What follows belongs to an exercise in optimizing a design on an open flow for small area; a production flow would make more cautious choices. In this exercise RTL edits were held to simulation tests only and were not proved equivalent to the original. Power figures rest on the tool's default switching activity, not on a simulated workload.

**design/flow/config.mk**
```make
export PLATFORM = sky130hd
export DESIGN_NAME = sidTop
export DESIGN_NICKNAME = sidTop
export VERILOG_FILES = /design/flow/design.v
export SDC_FILE = /design/flow/constraint.sdc
export NUM_CORES = 4
export LEC_CHECK = 0
export CAP_MARGIN = 20
export CORE_MARGIN = 2
export CORE_UTILIZATION = 40
export SLEW_MARGIN = 20
```
**design/flow/constraint.sdc**
```tcl
create_clock -name core_clock -period 9.0 [get_ports {clk}]
set_input_delay 1.8000 -clock core_clock [delete_from_list [all_inputs] [get_ports {clk}]]
set_output_delay 1.8000 -clock core_clock [all_outputs]
set_load 0.01 [all_outputs]
```
**design/flow/design.v**
```verilog
package sidPkg;
  localparam int numVoices   = 3;
  localparam int voiceStride = 7;    
  localparam int accWidth  = 24;
  localparam int waveWidth = 12;
  localparam int envWidth  = 8;
  localparam int outWidth  = 16;
  typedef logic        [4:0]           regAddrT;
  typedef logic        [7:0]           regDataT;
  typedef logic        [15:0]          freqT;
  typedef logic        [11:0]          pwT;
  typedef logic        [waveWidth-1:0] waveT;
  typedef logic        [envWidth-1:0]  envT;
  typedef logic        [3:0]           rateT;
  typedef logic        [3:0]           volT;
  typedef logic signed [outWidth-1:0]  sampleT;
  localparam int offFreqLo         = 0;
  localparam int offFreqHi         = 1;
  localparam int offPwLo           = 2;
  localparam int offPwHi           = 3;    
  localparam int offControl        = 4;    
  localparam int offAttackDecay    = 5;
  localparam int offSustainRelease = 6;
  localparam regAddrT addrModeVol = 5'h18;
  localparam regAddrT addrOsc3    = 5'h1b;
  localparam regAddrT addrEnv3    = 5'h1c;
  function automatic logic [15:0] envRatePeriod(input rateT r);
    case (r)
      4'd0:    envRatePeriod = 16'd2;
      4'd1:    envRatePeriod = 16'd8;
      4'd2:    envRatePeriod = 16'd16;
      4'd3:    envRatePeriod = 16'd24;
      4'd4:    envRatePeriod = 16'd38;
      4'd5:    envRatePeriod = 16'd56;
      4'd6:    envRatePeriod = 16'd68;
      4'd7:    envRatePeriod = 16'd80;
      4'd8:    envRatePeriod = 16'd100;
      4'd9:    envRatePeriod = 16'd250;
      4'd10:   envRatePeriod = 16'd500;
      4'd11:   envRatePeriod = 16'd800;
      4'd12:   envRatePeriod = 16'd1000;
      4'd13:   envRatePeriod = 16'd3000;
      4'd14:   envRatePeriod = 16'd5000;
      default: envRatePeriod = 16'd8000;
    endcase
  endfunction
endpackage
`timescale 1ns/1ps
module sidRegs (
  input  logic            clk,
  input  logic            arstN,
  input  logic            we,
  input  sidPkg::regAddrT addr,
  input  sidPkg::regDataT dataW,
  input  sidPkg::waveT    osc3Wave,
  input  sidPkg::envT     env3,
  output sidPkg::freqT [sidPkg::numVoices-1:0]    freq        ,
  output sidPkg::pwT [sidPkg::numVoices-1:0]      pulseWidth  ,
  output logic [sidPkg::numVoices-1:0][2:0]      waveSel     ,
  output logic [sidPkg::numVoices-1:0]            testBit     ,
  output logic [sidPkg::numVoices-1:0]            gate        ,
  output sidPkg::rateT [sidPkg::numVoices-1:0]    attack      ,
  output sidPkg::rateT [sidPkg::numVoices-1:0]    decay       ,
  output sidPkg::rateT [sidPkg::numVoices-1:0]    sustain     ,
  output sidPkg::rateT [sidPkg::numVoices-1:0]    releaseRate ,
  output sidPkg::volT     volume,
  output logic            voice3Off,
  output sidPkg::regDataT dataR
);
  localparam int idxWidth = $clog2(sidPkg::numVoices);
  logic                isVoice;
  logic [idxWidth-1:0] voiceIdx;
  sidPkg::regAddrT     voiceOff;    
  sidPkg::regDataT     lastWrite;
  always_comb begin
    isVoice  = 1'b0;
    voiceIdx = '0;
    voiceOff = addr;
    for (int v = 0; v < sidPkg::numVoices; v++) begin
      if ({27'd0, addr} >= v * sidPkg::voiceStride &&
          {27'd0, addr} < (v + 1) * sidPkg::voiceStride) begin
        isVoice  = 1'b1;
        voiceIdx = idxWidth'(v);
        voiceOff = addr - 5'(v * sidPkg::voiceStride);
      end
    end
  end
  always_ff @(posedge clk or negedge arstN) begin
    if (!arstN) begin
      for (int v = 0; v < sidPkg::numVoices; v++) begin
        freq[v]        <= '0;
        pulseWidth[v]  <= '0;
        waveSel[v]     <= '0;
        testBit[v]     <= 1'b0;
        gate[v]        <= 1'b0;
        attack[v]      <= '0;
        decay[v]       <= '0;
        sustain[v]     <= '0;
        releaseRate[v] <= '0;
      end
      volume    <= '0;
      voice3Off <= 1'b0;
      lastWrite <= '0;
    end else if (we) begin
      lastWrite <= dataW;    
      if (isVoice) begin
        case (voiceOff)
          sidPkg::offFreqLo: freq[voiceIdx][7:0]        <= dataW;
          sidPkg::offFreqHi: freq[voiceIdx][15:8]       <= dataW;
          sidPkg::offPwLo:   pulseWidth[voiceIdx][7:0]  <= dataW;
          sidPkg::offPwHi:   pulseWidth[voiceIdx][11:8] <= dataW[3:0];
          sidPkg::offControl: begin
            gate[voiceIdx]    <= dataW[0];
            testBit[voiceIdx] <= dataW[3];
            waveSel[voiceIdx] <= dataW[6:4];    
          end
          sidPkg::offAttackDecay: begin
            attack[voiceIdx] <= dataW[7:4];
            decay[voiceIdx]  <= dataW[3:0];
          end
          sidPkg::offSustainRelease: begin
            sustain[voiceIdx]     <= dataW[7:4];
            releaseRate[voiceIdx] <= dataW[3:0];
          end
          default: ;
        endcase
      end else if (addr == sidPkg::addrModeVol) begin
        volume    <= dataW[3:0];
        voice3Off <= dataW[7];
      end
    end
  end
  always_comb begin
    case (addr)
      sidPkg::addrOsc3: dataR = osc3Wave[sidPkg::waveWidth-1 -: 8];    
      sidPkg::addrEnv3: dataR = env3;
      default:          dataR = lastWrite;
    endcase
  end
endmodule
`timescale 1ns/1ps
module sidVoice (
  input  logic         clk,
  input  logic         arstN,
  input  logic         clkEn,
  input  sidPkg::freqT freq,
  input  sidPkg::pwT   pulseWidth,
  input  logic [2:0]   waveSel,       
  input  logic         testBit,
  output sidPkg::waveT wave
);
  localparam int accTop = sidPkg::accWidth - 1;
  logic [sidPkg::accWidth-1:0] acc;
  sidPkg::waveT                triWave;
  sidPkg::waveT                sawWave;
  sidPkg::waveT                pulseWave;
  sidPkg::waveT                mixWave;
  always_ff @(posedge clk or negedge arstN) begin
    if (!arstN) begin
      acc <= '0;
    end else if (testBit) begin
      acc <= '0;    
    end else if (clkEn) begin
      acc <= acc + sidPkg::accWidth'(freq);
    end
  end
  always_comb begin
    sawWave   = acc[accTop -: sidPkg::waveWidth];
    triWave   = acc[accTop-1 -: sidPkg::waveWidth] ^ {sidPkg::waveWidth{acc[accTop]}};
    pulseWave = (acc[accTop -: sidPkg::waveWidth] >= pulseWidth) ? '1 : '0;
    mixWave = '1;
    if (waveSel[0]) begin
      mixWave = mixWave & triWave;
    end
    if (waveSel[1]) begin
      mixWave = mixWave & sawWave;
    end
    if (waveSel[2]) begin
      mixWave = mixWave & pulseWave;
    end
    if (waveSel == 3'b000) begin
      mixWave = '0;    
    end
  end
  always_ff @(posedge clk or negedge arstN) begin
    if (!arstN) begin
      wave <= '0;
    end else begin
      wave <= mixWave;
    end
  end
endmodule
`timescale 1ns/1ps
module sidEnvelope (
  input  logic         clk,
  input  logic         arstN,
  input  logic         clkEn,
  input  logic         gate,
  input  sidPkg::rateT attack,
  input  sidPkg::rateT decay,
  input  sidPkg::rateT sustain,
  input  sidPkg::rateT releaseRate,
  output sidPkg::envT  env
);
  typedef enum logic [1:0] {
    stRelease,    
    stAttack,
    stDecay,
    stSustain
  } envStateT;
  envStateT    state;
  logic        gateDly;
  logic [15:0] prescale;
  logic [15:0] period;
  logic        stepNow;
  sidPkg::envT sustainLevel;
  assign sustainLevel = {sustain, sustain};
  always_comb begin
    case (state)
      stAttack: period = sidPkg::envRatePeriod(attack);
      stDecay:  period = 16'(3 * sidPkg::envRatePeriod(decay));
      default:  period = 16'(3 * sidPkg::envRatePeriod(releaseRate));
    endcase
  end
  assign stepNow = (prescale == period - 16'd1);
  always_ff @(posedge clk or negedge arstN) begin
    if (!arstN) begin
      state    <= stRelease;
      gateDly  <= 1'b0;
      prescale <= '0;
      env      <= '0;
    end else begin
      gateDly <= gate;
      if (gate && !gateDly) begin
        state    <= stAttack;    
        prescale <= '0;
      end else if (!gate && gateDly) begin
        state    <= stRelease;
        prescale <= '0;
      end else if (clkEn) begin
        case (state)
          stAttack: begin
            if (env == '1) begin
              state <= stDecay;    
            end else if (stepNow) begin
              prescale <= '0;
              env      <= env + 1'b1;
              if (env == 8'hfe) begin
                state <= stDecay;
              end
            end else begin
              prescale <= prescale + 1'b1;
            end
          end
          stDecay: begin
            if (env == sustainLevel || env == '0) begin
              state    <= stSustain;
              prescale <= '0;
            end else if (stepNow) begin
              prescale <= '0;
              env      <= env - 1'b1;
              if (env - 1'b1 == sustainLevel) begin
                state <= stSustain;
              end
            end else begin
              prescale <= prescale + 1'b1;
            end
          end
          stSustain: begin
            prescale <= '0;    
          end
          default: begin
            if (env == '0) begin
              prescale <= '0;
            end else if (stepNow) begin
              prescale <= '0;
              env      <= env - 1'b1;
            end else begin
              prescale <= prescale + 1'b1;
            end
          end
        endcase
      end
    end
  end
endmodule
`timescale 1ns/1ps
module sidMixer (
  input  logic           clk,
  input  logic           arstN,
  input  sidPkg::waveT [sidPkg::numVoices-1:0]   wave ,
  input  sidPkg::envT [sidPkg::numVoices-1:0]    env  ,
  input  logic           voice3Off,
  input  sidPkg::volT    volume,
  output sidPkg::sampleT audioOut
);
  localparam int prodWidth  = sidPkg::waveWidth + sidPkg::envWidth + 1;
  localparam int sumWidth   = prodWidth + 2;
  localparam int scaleWidth = sidPkg::outWidth + 5;
  localparam logic signed [sumWidth-1:0] posLimit = sumWidth'(32767);
  localparam logic signed [sumWidth-1:0] negLimit = sumWidth'(-32768);
  logic [sidPkg::numVoices-1:0][sidPkg::waveWidth-1:0] voiceSigned;
  logic [sidPkg::numVoices-1:0][prodWidth-1:0] prod;
  logic signed [sumWidth-1:0]          sum;
  logic signed [sumWidth-1:0]          sumShift;
  sidPkg::sampleT                      clipped;
  sidPkg::sampleT                      clippedReg;
  logic signed [scaleWidth-1:0]        scaled;
  logic signed [scaleWidth-1:0]        scaledShift;
  always_comb begin
    for (int v = 0; v < sidPkg::numVoices; v++) begin
      voiceSigned[v] = {~wave[v][sidPkg::waveWidth-1], wave[v][sidPkg::waveWidth-2:0]};
    end
  end
  always_ff @(posedge clk or negedge arstN) begin
    if (!arstN) begin
      for (int v = 0; v < sidPkg::numVoices; v++) begin
        prod[v] <= '0;
      end
    end else begin
      for (int v = 0; v < sidPkg::numVoices; v++) begin
        prod[v] <= $signed(voiceSigned[v]) * $signed({1'b0, env[v]});
      end
    end
  end
  always_comb begin
    sum = $signed(prod[0]) + $signed(prod[1]);
    if (!voice3Off) begin
      sum = sum + $signed(prod[2]);    
    end
    sumShift = sum >>> 4;
    if (sumShift > posLimit) begin
      clipped = 16'sh7fff;
    end else if (sumShift < negLimit) begin
      clipped = -16'sh8000;
    end else begin
      clipped = sidPkg::sampleT'(sumShift);
    end
  end
  assign scaled      = clippedReg * $signed({1'b0, volume});
  assign scaledShift = scaled >>> 4;
  always_ff @(posedge clk or negedge arstN) begin
    if (!arstN) begin
      clippedReg <= '0;
      audioOut   <= '0;
    end else begin
      clippedReg <= clipped;
      audioOut   <= sidPkg::sampleT'(scaledShift);
    end
  end
endmodule
`timescale 1ns/1ps
module sidTop (
  input  logic            clk,
  input  logic            arstN,
  input  logic            clkEn,         
  input  logic            we,
  input  sidPkg::regAddrT addr,
  input  sidPkg::regDataT dataW,
  output sidPkg::regDataT dataR,
  output sidPkg::sampleT  audioOut
);
  sidPkg::freqT [sidPkg::numVoices-1:0] freq        ;
  sidPkg::pwT [sidPkg::numVoices-1:0]   pulseWidth  ;
  logic [sidPkg::numVoices-1:0][2:0]   waveSel     ;
  logic [sidPkg::numVoices-1:0]         testBit     ;
  logic [sidPkg::numVoices-1:0]         gate        ;
  sidPkg::rateT [sidPkg::numVoices-1:0] attack      ;
  sidPkg::rateT [sidPkg::numVoices-1:0] decay       ;
  sidPkg::rateT [sidPkg::numVoices-1:0] sustain     ;
  sidPkg::rateT [sidPkg::numVoices-1:0] releaseRate ;
  sidPkg::waveT [sidPkg::numVoices-1:0] wave        ;
  sidPkg::envT [sidPkg::numVoices-1:0]  env         ;
  sidPkg::volT  volume;
  logic         voice3Off;
  sidRegs iRegs (
    .clk         (clk),
    .arstN       (arstN),
    .we          (we),
    .addr        (addr),
    .dataW       (dataW),
    .osc3Wave    (wave[2]),     
    .env3        (env[2]),
    .freq        (freq),
    .pulseWidth  (pulseWidth),
    .waveSel     (waveSel),
    .testBit     (testBit),
    .gate        (gate),
    .attack      (attack),
    .decay       (decay),
    .sustain     (sustain),
    .releaseRate (releaseRate),
    .volume      (volume),
    .voice3Off   (voice3Off),
    .dataR       (dataR)
  );
  for (genvar v = 0; v < sidPkg::numVoices; v++) begin : genVoice
    sidVoice iVoice (
      .clk        (clk),
      .arstN      (arstN),
      .clkEn      (clkEn),
      .freq       (freq[v]),
      .pulseWidth (pulseWidth[v]),
      .waveSel    (waveSel[v]),
      .testBit    (testBit[v]),
      .wave       (wave[v])
    );
    sidEnvelope iEnv (
      .clk         (clk),
      .arstN       (arstN),
      .clkEn       (clkEn),
      .gate        (gate[v]),
      .attack      (attack[v]),
      .decay       (decay[v]),
      .sustain     (sustain[v]),
      .releaseRate (releaseRate[v]),
      .env         (env[v])
    );
  end
  sidMixer iMixer (
    .clk       (clk),
    .arstN     (arstN),
    .wave      (wave),
    .env       (env),
    .voice3Off (voice3Off),
    .volume    (volume),
    .audioOut  (audioOut)
  );
endmodule
```
**design/flow/run.sh**
```bash
#!/bin/bash
# synth_recipe.tcl (not shown) runs the flow's synth.tcl, then flattens the netlist and writes it again
# the make line also repeats each setting of config.mk as NAME=value (left out here)
make -C /OpenROAD-flow-scripts/flow DESIGN_CONFIG=/design/flow/config.mk WORK_HOME=/design/flow/orfs CLKGATE_MAP_FILE= SYNTH_SCRIPT=/design/flow/synth_recipe.tcl finish
```
==> impl_results.md <==
- CP Class: primary input to output port
- # clock sinks: 444
- Final hold violations: 0
- Clock latency on the worst-skew pair: 0.65 ns
- Vias in the first global route: 33,720
- Area after DPL: 46,280 µm²
- Area of the multi-input gates: 30,360 µm²
- First-pass GRT wire length: 175,900 µm
- Root Buffer: clkbuf_16
- Routed wire length: 105,800 µm
- Layout area overhead: 8.148%
- Synth top area share: 24.94%
- Routed len/inst: 16.44 µm
- Input/output buffers: 40
- Synth warnings: 4
- Vias: 34,200
- Row Count: 122
- Sw Ratio: 47.52%
- H-tree depth: 2
- Switching power of the nets: 7854 µW
- Fmax: 162.6 MHz
- Layout cells sized above 1: 6.346%
- Max-slew headroom: 19.67%
- Setup TNS Final: 0 ns
- Max rail drop VDD: 319.3 µV
- Inst Count DP: 6,342
- Top cells by area, synth: dfrtp_1, fa_1, ha_1, inv_1, xnor2_1
- Max-cap violations: 0
- Slew @ Worst Pin: 1.175 ns
- Synth Cell Area: 44,550 µm²
- Cts repair resizes: 0
- Reg area: 11,110 µm²
- Status: no timing/DRC/antenna violations
- Number of flops mapped to enable cells by yosys: 0
- Starting Density: 40.31%
- Starting DRT DRC Count: 1,898
- Overall power: 16,530 µW
- Post-DP HPWL: 79,480 µm
- Min Tclk post-route: 6.149 ns
- Max clock buf depth: 3
- DR pass1 iterations: 5
- Post-synthesis instance total: 4,977
- #FFs+latches synth: 444
- Largest net degree at the start of global routing: 121
- Hold Path Class: register to register
- Area of the core: 110,500 µm²
- Commonest cells after routing, fill and taps aside: inv_1, dfrtp_1, ha_1, nand2_1, nor2_1
- RSZ-0062 raised after global routing: false
- Int Pwr: 8673 µW
- Antenna Violating Nets Remaining: 0
- Leakage power: 0.02336 µW
- CTS tree: done
- Syn avg cell area: 8.950 µm²
- DIE WIDTH: 337.7 µm
- Final GP Congestion: 0.8704
- Crit end category: output port
- Syn Nets: 5,702
- Reg power frac: 20.3%
- Main synth FF type: dfrtp_1
- GRT Overall Usage: 18.83%
- Slew Limit Fails: 0
- Die area: 114,100 µm²
- Initial antenna violation count: 3
- Fin nets: 5,635
- # fillers: 10,910
- Combinational Power Share: 65.7%
- Clk network pwr share: 14.0%
- Layout Skew: 0.02069 ns
- Ys async rst share: 100.0%
- GR Overflow Total: 0
- Period utilisation layout: 68.32%
- Worst EP arrival: 4.35 ns
- CP Max Fanout: 9
- Layout Cells excl Fill: 6,437
- Postcts setup bufs: 0
- Yosys top cell by area: dfrtp_1
- Cell area after layout: 48,180 µm²
- Setup-failing EPs final: 0
- DR vias/cell: 5.313
- Req. time, crit path: 7.20 ns
- Die height: 337.7 µm
- # DRC: 0
- Hold Buf Count CTS: 0
- Power density cells: 343.0 nW/µm²
- Inserted Clock Buffers: 53
- Sequential share of the synthesized area: 24.94%
- Hold Worst Slack: 0.4042 ns
- CP Launch Type: primary input
- Yosys cell types: 97
- Commonest non-fill, non-tap cell in the layout: inv_1
- Io pins: 41
- Reg clk slew, reported paths: 0.06 ns
[through the flow]
step	setup WS [ns]	util (%)
6_report	2.851	43.59
5_1_grt	2.445	43.59
4_1_cts	2.841	43.56
3_5_place_dp	2.845	41.88
3_3_place_gp	2.911	41.87
2_1_floorplan	3.463	-
[state kept, by name, indices dropped and copies added (netlist names), 4 cells and up]
signal                  cells
genVoice.iEnv.env          24
genVoice.iEnv.prescale     48
genVoice.iEnv.state         6
genVoice.iVoice.acc        72
genVoice.iVoice.wave       36
iMixer.audioOut            16
iMixer.clippedReg          16
iMixer.prod                63
iRegs.attack               12
iRegs.decay                12
iRegs.freq                 48
iRegs.lastWrite             8
iRegs.pulseWidth           36
iRegs.releaseRate          12
iRegs.sustain              12
iRegs.volume                4
iRegs.waveSel               9
[path summary, 6_finish.rpt]
path | startpoint | endpoint | slack (ns) | cells past startpoint
setup / recovery | addr[0] | dataR[6] | 2.85 | 8
hold / removal | iRegs.gate[2] | genVoice[2].iEnv.gateDly | 0.40 | 0
setup reg to reg | iRegs.decay[5] | genVoice[1].iEnv.prescale[14] | 2.91 | 21
hold reg to reg | iRegs.gate[2] | genVoice[2].iEnv.gateDly | 0.40 | 0
max in group asynchronous | arstN | iMixer.audioOut[10] | 5.87 | 3
min in group asynchronous | arstN | genVoice[2].iEnv.prescale[13] | 1.11 | 1
[cells by family (layout without fill, tap and decap cells)]
logic type	count (synthesis)	in the layout	synth area share (%)
other cells	2	3	0.01686
buf+inv	809	780	6.926
compound gates	967	967	14.87
flops	444	444	24.94
fa+ha+maj	708	708	24.52
xor+xnor	315	315	6.193
mux	216	216	5.415
simple gates	1516	1516	17.12
[area by class of cell]
class / instances / area share (%)
multi-input cells: 3724 / 63.03
flip-flops and latches: 444 / 23.06
inverters: 616 / 4.800
well taps: 1488 / 3.865
clock buffers: 68 / 3.078
repair buffers: 71 / 1.395
clock inverters: 25 / 0.7688
diodes: 1 / 0.005194
[Yosys cell counts, types with 130 or more instances]
| master | count |
|---|---|
| nor2_1 | 309 |
| fa_1 | 275 |
| clkbuf_1 | 153 |
| a21oi_1 | 188 |
| nand2_1 | 416 |
| o21ai_0 | 193 |
| and2_1 | 230 |
| dfrtp_1 | 444 |
| mux2_2 | 130 |
| inv_1 | 611 |
| xnor2_1 | 232 |
| ha_1 | 433 |
[routing by layer]
metal / track usage [%] / up-vias / part of all wire (%)
met2: 30.78 / 589 / 46
met1: 26.26 / 16630 / 48
met3: 2.226 / 129 / 3.9
met4: 5.220 / 0 / 2.6
met5: 0 / - / 0
li1: - / 16860 / -
[worst max-delay path, cell delays in order]
cell and delay [ns]:
clkdlybuf4s50_1 0.66, inv_1 0.15, ha_1 0.23, and4_1 0.33, nor2_1 0.43, nand2_1 0.11
nand2_1 0.08, clkdlybuf4s50_1 0.53
[power groups by stage]
stage | clock network, µW | logic (µW) | registers (µW)
floorplan | 0 | 8640 | 3030
finish | 2310 | 10900 | 3360
global placement | 0 | 10700 | 3380
CTS | 2390 | 10900 | 3360
detailed placement | 0 | 10800 | 3390
global route | 2450 | 12400 | 3450

separate check: timing with driven ports:
The results above use ideal ports. As a check the final layout listed here was re-extracted and re-timed, cells and wires unchanged.
Step 1 (the two cells are an assumption about what drives the block):
set clk [get_ports {clk}]
set_driving_cell -lib_cell sky130_fd_sc_hd__clkbuf_16 $clk
set_driving_cell -lib_cell sky130_fd_sc_hd__buf_2 [delete_from_list [all_inputs] $clk]
Step 2 moves the port delays by t, midway between the first and last clock arrival at a register: inputs arrive t later, outputs are due t later. That takes back most of the time a late clock gives input paths.
a / b / c = no drivers / after step 1 / after step 2; a / b = the first two.
t (ns): 0.707
setup slack, ns: 2.851 / 2.807 / 2.807
worst register clock-pin slew, ns: 0.07 / 0.07
cell pins on the clock port's net: 1
After both steps this run still meets setup and hold. The setup slack of this run moves by -0.044 ns with the drivers and by -0.044 ns with both steps.
